Background: an optimization exercise with open tools, aiming at small area, a short achievable clock period and few clock cycles per item. Do not read the settings as production practice.
Where RTL was checked, it was by simulation tests only, not by an equivalence proof against the original.
Power and IR drop assume default switching activity.

==> yarrow <==
## multichannel_running_median
module multichannel_running_median (
    input  wire                                  i_clk,
    input  wire                                  i_rst_n,
    input  wire                                  i_in_valid,
    output logic                                 i_in_ready,
    input  wire  [mrm_pkg::CH_W-1:0]             i_in_channel,
    input  wire  [mrm_pkg::SAMPLE_W-1:0]         i_in_sample,
    output logic                                 o_out_valid,
    input  wire                                  o_out_ready,
    output logic [mrm_pkg::CH_W-1:0]             o_out_channel,
    output logic [mrm_pkg::SAMPLE_W-1:0]         o_out_median
);
    localparam int NCH = mrm_pkg::CHANNELS;
    localparam int SW  = mrm_pkg::SAMPLE_W;
    localparam int CW  = mrm_pkg::CH_W;
    logic [NCH*SW-1:0] r_h0, r_h1;
    logic [NCH-1:0]    r_v0, r_v1;
    logic              r_m_valid;
    logic [CW-1:0]     r_m_channel;
    logic [SW-1:0]     r_m_a, r_m_b, r_m_c;
    logic              r_s_valid;
    logic [CW-1:0]     r_s_channel;
    logic [SW-1:0]     r_s_a, r_s_b, r_s_c;
    logic [2:0]        r_s_hi_lt, r_s_hi_le, r_s_lo_lt;
    logic              r_q0_valid, r_q1_valid;
    logic [CW-1:0]     r_q0_channel, r_q1_channel;
    logic [SW-1:0]     r_q0_median, r_q1_median;
    logic              r_ready;
    logic              accept, pop, s_move, s_load, m_move, m_load;
    logic [NCH-1:0]    ch_hot;
    logic [SW-1:0]     rd_a, rd_b;
    logic [2:0]        hi_lt, hi_le, lo_lt, pick;
    logic [SW-1:0]     median;
    assign i_in_ready    = r_ready;
    assign o_out_valid   = r_q0_valid;
    assign o_out_channel = r_q0_channel;
    assign o_out_median  = r_q0_median;
    assign accept = i_in_valid && r_ready;
    assign pop    = r_q0_valid && o_out_ready;
    assign s_move = r_s_valid && (!r_q1_valid || pop);
    assign s_load = !r_s_valid || s_move;
    assign m_move = r_m_valid && s_load;
    assign m_load = !r_m_valid || m_move;
    always_comb begin
        rd_a = '0;
        rd_b = '0;
        for (int c = 0; c < NCH; c++) begin
            ch_hot[c] = i_in_channel == CW'(c);
            rd_a = rd_a | ({SW{ch_hot[c] && r_v0[c]}} & r_h0[c*SW +: SW]);
            rd_b = rd_b | ({SW{ch_hot[c] && r_v1[c]}} & r_h1[c*SW +: SW]);
        end
    end
  ...
Settings: LEC_CHECK=0, ABC_CLOCK_PERIOD_IN_PS=2300, CAP_MARGIN=20, CORE_MARGIN=2, CORE_UTILIZATION=60, CTS_CLUSTER_DIAMETER=60, CTS_CLUSTER_SIZE=28, PLACE_DENSITY=0.75, SETUP_SLACK_MARGIN=3.0, SLEW_MARGIN=20; clock period 5.3 ns.
run.sh (not shown) runs the stock make flow with config.mk's settings and CLKGATE_MAP_FILE= SYNTH_SCRIPT=/design/flow/synth_recipe.tcl, a recipe that flattens the netlist after the stock synthesis.
==> raven: changes against yarrow <==
--- a/flow/design.v
+++ b/flow/design.v
@@ -7,57 +7,57 @@
 endpackage
 `default_nettype wire
 `default_nettype none
 module mrm_cmp_half (
     input  wire  [mrm_pkg::SAMPLE_W-1:0] i_a,
     input  wire  [mrm_pkg::SAMPLE_W-1:0] i_b,
     input  wire  [mrm_pkg::SAMPLE_W-1:0] i_c,
     output logic [2:0]                   o_hi_lt,
-    output logic [2:0]                   o_hi_le,
+    output logic [2:0]                   o_hi_eq,
     output logic [2:0]                   o_lo_lt
 );
     localparam int W = mrm_pkg::SAMPLE_W;
     localparam int H = W / 2;
-    function automatic logic [1:0] ult_le(input logic [H-1:0] x, input logic [H-1:0] y);
-        logic [H-1:0] lt, le;
+    function automatic logic [1:0] ult_eq(input logic [H-1:0] x, input logic [H-1:0] y);
+        logic [H-1:0] lt, eq;
         lt = ~x & y;
-        le = ~x | y;
+        eq = ~(x ^ y);
         for (int s = 1; s < H; s = s * 2) begin
             for (int i = 0; i < H; i = i + 2 * s) begin
-                lt[i] = lt[i+s] | (le[i+s] & lt[i]);
-                le[i] = lt[i+s] | (le[i+s] & le[i]);
+                lt[i] = lt[i+s] | (eq[i+s] & lt[i]);
+                eq[i] = eq[i+s] & eq[i];
             end
         end
-        ult_le = {lt[0], le[0]};
+        ult_eq = {lt[0], eq[0]};
     endfunction
     logic [W-1:0] ua, ub, uc;
     assign ua = i_a ^ (W'(1) << (W - 1));
     assign ub = i_b ^ (W'(1) << (W - 1));
     assign uc = i_c ^ (W'(1) << (W - 1));
     logic [1:0] ab_hi, ac_hi, bc_hi, ab_lo, ac_lo, bc_lo;
-    assign ab_hi = ult_le(ua[W-1:H], ub[W-1:H]);
-    assign ac_hi = ult_le(ua[W-1:H], uc[W-1:H]);
-    assign bc_hi = ult_le(ub[W-1:H], uc[W-1:H]);
-    assign ab_lo = ult_le(ua[H-1:0], ub[H-1:0]);
-    assign ac_lo = ult_le(ua[H-1:0], uc[H-1:0]);
-    assign bc_lo = ult_le(ub[H-1:0], uc[H-1:0]);
+    assign ab_hi = ult_eq(ua[W-1:H], ub[W-1:H]);
+    assign ac_hi = ult_eq(ua[W-1:H], uc[W-1:H]);
+    assign bc_hi = ult_eq(ub[W-1:H], uc[W-1:H]);
+    assign ab_lo = ult_eq(ua[H-1:0], ub[H-1:0]);
+    assign ac_lo = ult_eq(ua[H-1:0], uc[H-1:0]);
+    assign bc_lo = ult_eq(ub[H-1:0], uc[H-1:0]);
     assign o_hi_lt = {bc_hi[1], ac_hi[1], ab_hi[1]};
-    assign o_hi_le = {bc_hi[0], ac_hi[0], ab_hi[0]};
+    assign o_hi_eq = {bc_hi[0], ac_hi[0], ab_hi[0]};
     assign o_lo_lt = {bc_lo[1], ac_lo[1], ab_lo[1]};
 endmodule
 module mrm_pick (
     input  wire  [2:0] i_hi_lt,
-    input  wire  [2:0] i_hi_le,
+    input  wire  [2:0] i_hi_eq,
     input  wire  [2:0] i_lo_lt,
     output logic [2:0] o_pick
 );
     logic lt_ab, lt_ac, lt_bc;
     logic pick_a, pick_b, pick_c;
-    assign {lt_bc, lt_ac, lt_ab} = i_hi_lt | (i_hi_le & i_lo_lt);
+    assign {lt_bc, lt_ac, lt_ab} = i_hi_lt | (i_hi_eq & i_lo_lt);
     assign pick_a = lt_ab ^ lt_ac;
     assign pick_c = !pick_a && (lt_bc != lt_ab);
     assign pick_b = !pick_a && (lt_bc == lt_ab);
     assign o_pick = {pick_c, pick_b, pick_a};
 endmodule
 `default_nettype wire
 `default_nettype none
 module multichannel_running_median (
@@ -78,25 +78,25 @@
     logic [NCH*SW-1:0] r_h0, r_h1;
     logic [NCH-1:0]    r_v0, r_v1;
     logic              r_m_valid;
     logic [CW-1:0]     r_m_channel;
     logic [SW-1:0]     r_m_a, r_m_b, r_m_c;
     logic              r_s_valid;
     logic [CW-1:0]     r_s_channel;
     logic [SW-1:0]     r_s_a, r_s_b, r_s_c;
-    logic [2:0]        r_s_hi_lt, r_s_hi_le, r_s_lo_lt;
+    logic [2:0]        r_s_hi_lt, r_s_hi_eq, r_s_lo_lt;
     logic              r_q0_valid, r_q1_valid;
     logic [CW-1:0]     r_q0_channel, r_q1_channel;
     logic [SW-1:0]     r_q0_median, r_q1_median;
     logic              r_ready;
     logic              accept, pop, s_move, s_load, m_move, m_load;
     logic [NCH-1:0]    ch_hot;
     logic [SW-1:0]     rd_a, rd_b;
-    logic [2:0]        hi_lt, hi_le, lo_lt, pick;
+    logic [2:0]        hi_lt, hi_eq, lo_lt, pick;
     logic [SW-1:0]     median;
     assign i_in_ready    = r_ready;
     assign o_out_valid   = r_q0_valid;
     assign o_out_channel = r_q0_channel;
     assign o_out_median  = r_q0_median;
     assign accept = i_in_valid && r_ready;
     assign pop    = r_q0_valid && o_out_ready;
     assign s_move = r_s_valid && (!r_q1_valid || pop);
@@ -141,33 +141,33 @@
             r_m_c       <= i_in_sample;
         end
     end
     mrm_cmp_half u_cmp (
         .i_a     (r_m_a),
         .i_b     (r_m_b),
         .i_c     (r_m_c),
         .o_hi_lt (hi_lt),
-        .o_hi_le (hi_le),
+        .o_hi_eq (hi_eq),
         .o_lo_lt (lo_lt)
     );
     always_ff @(posedge i_clk) begin
         if (s_load) begin
             r_s_channel <= r_m_channel;
             r_s_a       <= r_m_a;
             r_s_b       <= r_m_b;
             r_s_c       <= r_m_c;
             r_s_hi_lt   <= hi_lt;
-            r_s_hi_le   <= hi_le;
+            r_s_hi_eq   <= hi_eq;
             r_s_lo_lt   <= lo_lt;
         end
     end
     mrm_pick u_pick (
         .i_hi_lt (r_s_hi_lt),
-        .i_hi_le (r_s_hi_le),
+        .i_hi_eq (r_s_hi_eq),
         .i_lo_lt (r_s_lo_lt),
         .o_pick  (pick)
     );
     assign median = ({SW{pick[0]}} & r_s_a) |
                     ({SW{pick[1]}} & r_s_b) |
                     ({SW{pick[2]}} & r_s_c);
     logic n_m_valid, n_s_valid, n_q0_valid, n_q1_valid;
     always_comb begin
@@ -193,28 +193,25 @@
         end else begin
             r_m_valid  <= n_m_valid;
             r_s_valid  <= n_s_valid;
             r_q0_valid <= n_q0_valid;
             r_q1_valid <= n_q1_valid;
             r_ready    <= !(n_m_valid && n_s_valid && n_q0_valid && n_q1_valid);
         end
     end
-    always_ff @(posedge i_clk) begin
-        if (pop) begin
-            if (r_q1_valid) begin
-                r_q0_channel <= r_q1_channel;
-                r_q0_median  <= r_q1_median;
-            end else begin
-                r_q0_channel <= r_s_channel;
-                r_q0_median  <= median;
-            end
-        end else if (!r_q0_valid) begin
-            r_q0_channel <= r_s_channel;
-            r_q0_median  <= median;
-        end
+    logic           q0_take_q1, q0_hold, q0_take_new;
+    logic [CW+SW-1:0] q0_next;
+    assign q0_take_q1  = pop && r_q1_valid;
+    assign q0_hold     = !pop && r_q0_valid;
+    assign q0_take_new = !q0_take_q1 && !q0_hold;
+    assign q0_next     = ({(CW+SW){q0_take_q1}}  & {r_q1_channel, r_q1_median}) |
+                         ({(CW+SW){q0_hold}}     & {r_q0_channel, r_q0_median}) |
+                         ({(CW+SW){q0_take_new}} & {r_s_channel, median});
+    always_ff @(posedge i_clk) begin
+        {r_q0_channel, r_q0_median} <= q0_next;
         if (s_move && (r_q1_valid || (r_q0_valid && !pop))) begin
             r_q1_channel <= r_s_channel;
             r_q1_median  <= median;
         end
     end
 endmodule
 `default_nettype wire
CORE_UTILIZATION = 70   (was 60)
PLACE_DENSITY = 0.85   (was 0.75)
SETUP_SLACK_MARGIN = 3.4   (was 3.0)
==> zinc: changes against yarrow <==
==> flow/design.v (replaced) <==
`default_nettype none
package mrm_pkg;
    localparam int WINDOW   = 3;
    localparam int CHANNELS = 8;
    localparam int CH_W     = 3;
    localparam int SAMPLE_W = 32;
endpackage
`default_nettype wire
`default_nettype none
module mrm_median (
    input  wire  [mrm_pkg::SAMPLE_W-1:0] i_a,
    input  wire  [mrm_pkg::SAMPLE_W-1:0] i_b,
    input  wire  [mrm_pkg::SAMPLE_W-1:0] i_c,
    output logic [mrm_pkg::SAMPLE_W-1:0] o_median
);
    logic lt_ab, lt_ac, lt_bc;
    logic pick_a, pick_b, pick_c;
    assign lt_ab = $signed(i_a) < $signed(i_b);
    assign lt_ac = $signed(i_a) < $signed(i_c);
    assign lt_bc = $signed(i_b) < $signed(i_c);
    assign pick_a = lt_ab ^ lt_ac;
    assign pick_c = !pick_a && (lt_bc != lt_ab);
    assign pick_b = !pick_a && (lt_bc == lt_ab);
    assign o_median = ({mrm_pkg::SAMPLE_W{pick_a}} & i_a) |
                      ({mrm_pkg::SAMPLE_W{pick_b}} & i_b) |
                      ({mrm_pkg::SAMPLE_W{pick_c}} & i_c);
endmodule
`default_nettype wire
`default_nettype none
module multichannel_running_median (
    input  wire                                  i_clk,
    input  wire                                  i_rst_n,
    input  wire                                  i_in_valid,
    output logic                                 i_in_ready,
    input  wire  [mrm_pkg::CH_W-1:0]             i_in_channel,
    input  wire  [mrm_pkg::SAMPLE_W-1:0]         i_in_sample,
    output logic                                 o_out_valid,
    input  wire                                  o_out_ready,
    output logic [mrm_pkg::CH_W-1:0]             o_out_channel,
    output logic [mrm_pkg::SAMPLE_W-1:0]         o_out_median
);
    localparam int NCH = mrm_pkg::CHANNELS;
    localparam int SW  = mrm_pkg::SAMPLE_W;
    localparam int CW  = mrm_pkg::CH_W;
    logic [NCH*SW-1:0] r_h0, r_h1;
    logic [NCH-1:0]    r_v0, r_v1;
    logic              r_m_valid;
    logic [CW-1:0]     r_m_channel;
    logic [SW-1:0]     r_m_a, r_m_b, r_m_c;
    logic              r_q0_valid, r_q1_valid;
    logic [CW-1:0]     r_q0_channel, r_q1_channel;
    logic [SW-1:0]     r_q0_median, r_q1_median;
    logic              r_ready;
    logic              accept, pop, m_move, m_load;
    logic [NCH-1:0]    ch_hot;
    logic [SW-1:0]     rd_a, rd_b;
    logic [SW-1:0]     median;
    assign i_in_ready    = r_ready;
    assign o_out_valid   = r_q0_valid;
    assign o_out_channel = r_q0_channel;
    assign o_out_median  = r_q0_median;
    assign accept = i_in_valid && r_ready;
    assign pop    = r_q0_valid && o_out_ready;
    assign m_move = r_m_valid && (!r_q1_valid || pop);
    assign m_load = !r_m_valid || m_move;
    always_comb begin
        rd_a = '0;
        rd_b = '0;
        for (int c = 0; c < NCH; c++) begin
            ch_hot[c] = i_in_channel == CW'(c);
            rd_a = rd_a | ({SW{ch_hot[c] && r_v0[c]}} & r_h0[c*SW +: SW]);
            rd_b = rd_b | ({SW{ch_hot[c] && r_v1[c]}} & r_h1[c*SW +: SW]);
        end
    end
    always_ff @(posedge i_clk) begin
        for (int c = 0; c < NCH; c++) begin
            if (accept && ch_hot[c]) begin
                r_h0[c*SW +: SW] <= r_h1[c*SW +: SW];
                r_h1[c*SW +: SW] <= i_in_sample;
            end
        end
    end
    always_ff @(posedge i_clk) begin
        if (!i_rst_n) begin
            r_v0 <= '0;
            r_v1 <= '0;
        end else begin
            for (int c = 0; c < NCH; c++) begin
                if (accept && ch_hot[c]) begin
                    r_v0[c] <= r_v1[c];
                    r_v1[c] <= 1'b1;
                end
            end
        end
    end
    always_ff @(posedge i_clk) begin
        if (m_load) begin
            r_m_channel <= i_in_channel;
            r_m_a       <= rd_a;
            r_m_b       <= rd_b;
            r_m_c       <= i_in_sample;
        end
    end
    mrm_median u_median (
        .i_a      (r_m_a),
        .i_b      (r_m_b),
        .i_c      (r_m_c),
        .o_median (median)
    );
    logic n_m_valid, n_q0_valid, n_q1_valid;
    always_comb begin
        n_m_valid  = accept || (r_m_valid && !m_move);
        n_q0_valid = r_q0_valid;
        n_q1_valid = r_q1_valid;
        if (pop) begin
            n_q0_valid = r_q1_valid || m_move;
            n_q1_valid = r_q1_valid && m_move;
        end else if (m_move) begin
            n_q0_valid = 1'b1;
            n_q1_valid = r_q0_valid;
        end
    end
    always_ff @(posedge i_clk) begin
        if (!i_rst_n) begin
            r_m_valid  <= 1'b0;
            r_q0_valid <= 1'b0;
            r_q1_valid <= 1'b0;
            r_ready    <= 1'b1;
        end else begin
            r_m_valid  <= n_m_valid;
            r_q0_valid <= n_q0_valid;
            r_q1_valid <= n_q1_valid;
            r_ready    <= !(n_m_valid && n_q0_valid && n_q1_valid);
        end
    end
    always_ff @(posedge i_clk) begin
        if (pop) begin
            if (r_q1_valid) begin
                r_q0_channel <= r_q1_channel;
                r_q0_median  <= r_q1_median;
            end else begin
                r_q0_channel <= r_m_channel;
                r_q0_median  <= median;
            end
        end else if (!r_q0_valid) begin
            r_q0_channel <= r_m_channel;
            r_q0_median  <= median;
        end
        if (m_move && (r_q1_valid || (r_q0_valid && !pop))) begin
            r_q1_channel <= r_m_channel;
            r_q1_median  <= median;
        end
    end
endmodule
`default_nettype wire
ABC_CLOCK_PERIOD_IN_PS = not set   (was 2300)
CORE_UTILIZATION = 40   (was 60)
CTS_CLUSTER_DIAMETER = not set   (was 60)
CTS_CLUSTER_SIZE = not set   (was 28)
PLACE_DENSITY = 0.6   (was 0.75)
SETUP_SLACK_MARGIN = not set   (was 3.0)
==> summary.txt <==
- Clock sink count: 810
- ClkCell Share: 4.13%
- Outcome: finished clean
- PnR Total Power: 0.0121 W
- Post-Syn Area: 30200 sq um
- GP Congestion: 0.881
- Hpwl dp: 40600 microns
[end of results for yarrow]
==> summary.txt <==
- Clock sink count: 810
- ClkCell Share: 3.55%
- GP Congestion: 0.885
- Commonest non-fill, non-tap cell in the layout: edfxtp_1
- Gr usage total: 38.9%
- Outcome: finished clean
- First-pass GRT wire length: 131000 microns
[end of results for raven]
==> summary.txt <==
- ClkCell Share: 6.71%
- Initial Utilization: 40.3%
- GP Congestion: 0.870
- Hpwl dp: 42500 microns
- Synth top cells by count: edfxtp_1 (681), a22oi_1 (256), nor2_1 (114)
- Clock sink count: 701
- Outcome: finished clean
- PnR Total Power: 0.0118 W
- Post-Syn Area: 27600 sq um
[end of results for zinc]
Testbench counts of yarrow, summed over its fixed seeds: cycles 24,024, items 24,000.
Testbench counts of raven, summed over its fixed seeds: cycles 24,024, items 24,000.
The RTL of zinc was laid out without a check of its function.

## afterwards: timing with drivers on the ports
The flow's constraints put no driver on any port. The routed layouts listed below were extracted and timed again, unchanged, in two steps.
Step 1 assumes that a clkbuf_16 drives the clock port and a buf_2 every other input.
Step 2, shift: input delay + t, output delay - t, t = (earliest + latest rising clock arrival at the registers) / 2. This alone moves slack from input paths to output paths.
Three values: no drivers, after step 1, after step 2; two values: the first two.
| run | t (ns) | setup slack, ns | worst data-port slew with drivers (ns) |
|---|---|---|---|
| yarrow | 0.653 | 2.979 / 2.979 / 2.370 | 0.04 |
| raven | 0.712 | 2.918 / 2.918 / 2.352 | 0.10 |
| zinc | 0.667 | 1.144 / 1.144 / 1.144 | 0.12 |
After both steps every run listed still meets setup and hold. For yarrow, which loses most, drivers alone change the setup slack by 0.000 ns; drivers and shift together by -0.609 ns.
